Background: an optimization exercise with open tools, aiming at small area. Do not read the settings as production practice. The RTL was checked by simulation tests, not by an equivalence proof against the original design.

==> sierra: inputs <==
==> flow/design.v <==
`default_nettype none
module dma_top (
    input  wire         clk,
    input  wire         rst_n,
    input  wire         host_wr,
    input  wire         host_rd,
    input  wire [11:0]  host_addr,
    input  wire [31:0]  host_wdata,
    output logic [31:0] host_rdata,
    output logic        host_rvalid,
    output logic        mem_cmd_write,
    output logic [31:0] mem_cmd_addr,
    output logic [7:0]  mem_cmd_len,
    output logic        mem_cmd_valid,
    output logic [31:0] mem_wdata,
    output logic        mem_wvalid,
    output logic        mem_wlast,
    input  wire [31:0]  mem_rdata,
    input  wire         mem_rvalid,
    output logic        busy,
    output logic        xfer_done
);
    logic        wr_q, rd_q;
    logic [1:0]  region_q;    
    logic [5:0]  offset_q;
    logic [31:0] wdata_q;
    always_ff @(posedge clk) begin
        if (!rst_n) begin
            wr_q <= 1'b0;
            rd_q <= 1'b0;
        end else begin
            wr_q <= host_wr;
            rd_q <= host_rd;
        end
    end
    always_ff @(posedge clk) begin
        region_q <= (host_addr[11:10] != 2'b00 || host_addr[9:8] == 2'b11) ? 2'd3
                                                                             : host_addr[9:8];
        offset_q <= host_addr[7:2];
        wdata_q  <= host_wdata;
    end
    logic [31:0] wd;
    assign wd = rst_n ? wdata_q : 32'd0;
    logic wr_in, wr_cfg;
    assign wr_in  = wr_q && (region_q == 2'd0);
    assign wr_cfg = wr_q && (region_q == 2'd1);
    logic [31:0] ctrl_q, src_q, dst_q;
    logic        start;
    logic        wr_ctrl, wr_src, wr_dst;
    assign wr_ctrl = wr_cfg && (offset_q == 6'd0);
    assign wr_src  = wr_cfg && (offset_q == 6'd1);
    assign wr_dst  = wr_cfg && (offset_q == 6'd2);
    always_ff @(posedge clk) begin
        if (!rst_n || wr_ctrl) ctrl_q[31:2] <= wd[31:2];
        if (!rst_n || wr_ctrl || start) ctrl_q[1:0] <= wr_ctrl ? wd[1:0] : 2'd0;
        if (!rst_n || wr_src) src_q <= wd;
        if (!rst_n || wr_dst) dst_q <= wd;
    end
    logic       cmd_q;       
    logic       push_q;      
    logic [7:0] rem_q;       
    logic [4:0] idx_q;       
    logic       beat, last;
    logic       start_push;
    assign start      = (ctrl_q[1:0] != 2'd0) && !busy;
    assign start_push = (ctrl_q[1:0] == 2'd1);
    assign beat       = busy && !cmd_q && (push_q || mem_rvalid);
    assign last       = beat && (rem_q == 8'd0);
    always_ff @(posedge clk) begin
        if (!rst_n) begin
            busy      <= 1'b0;
            cmd_q     <= 1'b0;
            xfer_done <= 1'b0;
        end else begin
            busy      <= start || (busy && !last);
            cmd_q     <= start;
            xfer_done <= last;
        end
    end
    always_ff @(posedge clk) begin
        if (start) begin
            push_q <= start_push;
            rem_q  <= ctrl_q[31:24];
            idx_q  <= start_push ? src_q[6:2] : dst_q[6:2];
        end else if (beat) begin
            rem_q  <= rem_q - 8'd1;
            idx_q  <= idx_q + 5'd1;
        end
    end
    always_ff @(posedge clk) begin
        mem_cmd_addr <= start_push ? dst_q : src_q;
    end
    assign mem_cmd_valid = cmd_q;
    assign mem_cmd_write = push_q;
    assign mem_cmd_len   = rem_q;
    assign mem_wvalid    = busy && !cmd_q && push_q;
    assign mem_wlast     = mem_wvalid && (rem_q == 8'd0);
    logic [31:0] in_buf  [32];
    logic [31:0] out_buf [32];
    logic        pull_we;
    logic [31:0] rd_wd;
    assign pull_we = busy && !cmd_q && !push_q && mem_rvalid;
    assign rd_wd   = rst_n ? mem_rdata : 32'd0;
    always_ff @(posedge clk) begin
        for (int i = 0; i < 32; i++) begin
            if (!rst_n || (wr_in && offset_q[4:0] == 5'(i))) in_buf[i] <= wd;
            if (!rst_n || (pull_we && idx_q == 5'(i)))       out_buf[i] <= rd_wd;
        end
    end
    logic [31:0] psel, hsel_in, hsel_out;
    always_comb begin
        for (int i = 0; i < 32; i++) begin
            psel[i]     = (idx_q == 5'(i));
            hsel_in[i]  = (region_q == 2'd0) && (offset_q[4:0] == 5'(i));
            hsel_out[i] = (region_q == 2'd2) && (offset_q[4:0] == 5'(i));
        end
    end
    logic [31:0] pg [11];
    always_comb begin
        for (int j = 0; j < 11; j++) begin
            pg[j] = 32'd0;
            for (int i = 3 * j; i < 3 * j + 3 && i < 32; i++)
                pg[j] = pg[j] | (in_buf[i] & {32{psel[i]}});
        end
        mem_wdata = ((pg[0] | pg[1]) | (pg[2] | pg[3])) | ((pg[4] | pg[5]) | (pg[6] | pg[7]))
                  | ((pg[8] | pg[9]) | pg[10]);
    end
    logic [31:0] rd_mux;
    logic [31:0] hw   [67];
    logic [66:0] hsel;
    logic [31:0] hg   [23];
    always_comb begin
        for (int i = 0; i < 32; i++) begin
            hw[2 * i]       = in_buf[i];
            hsel[2 * i]     = hsel_in[i];
            hw[2 * i + 1]   = out_buf[i];
            hsel[2 * i + 1] = hsel_out[i];
        end
        hw[64] = ctrl_q;
        hw[65] = src_q;
        hw[66] = dst_q;
        hsel[64] = (region_q == 2'd1) && (offset_q == 6'd0);
        hsel[65] = (region_q == 2'd1) && (offset_q == 6'd1);
        hsel[66] = (region_q == 2'd1) && (offset_q == 6'd2);
        for (int j = 0; j < 23; j++) begin
            hg[j] = 32'd0;
            for (int i = 3 * j; i < 3 * j + 3 && i < 67; i++)
                hg[j] = hg[j] | (hw[i] & {32{hsel[i]}});
        end
        rd_mux = (((hg[0] | hg[1]) | (hg[2] | hg[3])) | ((hg[4] | hg[5]) | (hg[6] | hg[7])))
               | (((hg[8] | hg[9]) | (hg[10] | hg[11])) | ((hg[12] | hg[13]) | (hg[14] | hg[15])))
               | (((hg[16] | hg[17]) | (hg[18] | hg[19])) | ((hg[20] | hg[21]) | hg[22]));
    end
    always_ff @(posedge clk) begin
        if (!rst_n) host_rvalid <= 1'b0;
        else        host_rvalid <= rd_q;
        host_rdata <= rd_mux;
    end
endmodule
`default_nettype wire
==> flow/flow/run.sh <==
#!/bin/bash
# Standard layout, with these changes:
#  - ABC maps the logic with an area-oriented script (the ORFS scripts are
#    copied and only abc_speed.script is replaced; synth_recipe.tcl is unchanged);
#  - clock tree synthesis uses clkbuf_8 in larger sink clusters and no dummy loads;
#  - the port buffers are buf_1 cells.
set -euo pipefail
rm -rf scripts_mod
cp -r "$FLOW_HOME/scripts" scripts_mod
cp flow/abc_speed.script scripts_mod/abc_speed.script
CTS="-sink_clustering_enable -repair_clock_nets -dont_use_dummy_load -buf_list sky130_fd_sc_hd__clkbuf_8 -sink_clustering_size 18 -sink_clustering_max_diameter 50"
bash standard.sh SCRIPTS_DIR="$PWD/scripts_mod" synth > synth.log 2>&1
bash standard.sh SCRIPTS_DIR="$PWD/scripts_mod" "CTS_ARGS=$CTS" \
  "BUFFER_PORTS_ARGS=-buffer_cell sky130_fd_sc_hd__buf_1" finish > layout.log 2>&1
==> flow/flow/abc_speed.script <==
&get -n
&st
&dch
&nf -R 10000 -p -F 20 -A 20 -a -C 32
&put
topo
==> flow/standard.sh <==
#!/bin/bash
# synth_recipe.tcl (not shown) runs the flow's synth.tcl, then flattens the netlist and writes it again
# the make line also repeats each setting of config.mk as NAME=value (left out here)
make -C /OpenROAD-flow-scripts/flow DESIGN_CONFIG=/design/flow/config.mk WORK_HOME=/design/flow/orfs CLKGATE_MAP_FILE= SYNTH_SCRIPT=/design/flow/synth_recipe.tcl "${@:-finish}"
==> flow/config.mk <==
export PLATFORM = sky130hd
export DESIGN_NAME = dma_top
export DESIGN_NICKNAME = dma_top
export VERILOG_FILES = /design/flow/design.v
export SDC_FILE = /design/flow/constraint.sdc
export NUM_CORES = 4
export LEC_CHECK = 0
export CAP_MARGIN = 20
export CORE_MARGIN = 2
export CORE_UTILIZATION = 45
export PLACE_DENSITY = 0.6
export SETUP_SLACK_MARGIN = 0.2
export SLEW_MARGIN = 20
==> flow/constraint.sdc <==
create_clock -name core_clock -period 6.0 [get_ports {clk}]
set_input_delay 1.2000 -clock core_clock [delete_from_list [all_inputs] [get_ports {clk}]]
set_output_delay 1.2000 -clock core_clock [all_outputs]
set_load 0.01 [all_outputs]
==> inputs of juniper, as changes to sierra <==
==> flow/flow/abc_speed.script (replaced) <==
&get -n
&st
&dch
&nf -R 1000 -p -F 10 -A 10 -a
&put
topo
CORE_UTILIZATION = 52   (was 45)
PLACE_DENSITY = 0.68   (was 0.6)
==> qor.csv <==
metric;value;unit
status;failed layout checks;
check.faults;setup timing;
multi_input_area_share;18.68;%
fin_util;58.22;%
core_region_area;0.1580;mm^2
finalWorstSetupSlack;-0.003533;ns
yosysSeqAreaShare;81.25;%
p_sw;8490;uW
track_usage;35.60;%
setup_viol;1;
# the run above: juniper

==> qor.csv <==
metric;value;unit
worstSetupStartpointType;register;
yosysSeqAreaShare;81.37;%
setup_viol;0;
status;no timing/DRC/antenna violations;
fin_util;50.80;%
multi_input_area_share;18.35;%
track_usage;32.24;%
core_region_area;0.1825;mm^2
# the run above: sierra

## re-timing with driven ports
The results above use ideal ports. As a check the final layouts listed here were re-extracted and re-timed, cells and wires unchanged. Step 1 assumes that a clkbuf_16 drives the clock port and a buf_2 every other input. Step 2 times the ports against the registers' clock, not the clock port: input delays grow and output delays shrink by t, the midpoint of the rising clock arrivals with the driver on. Three values: no drivers, after step 1, after step 2; two values: the first two.
run	t (ns)	setup WS [ns]	worst data-port slew with drivers (ns)
sierra	1.058	0.188 / 0.111 / 1.169	0.08
juniper	1.004	-0.004 / -0.077 / 0.928	0.11
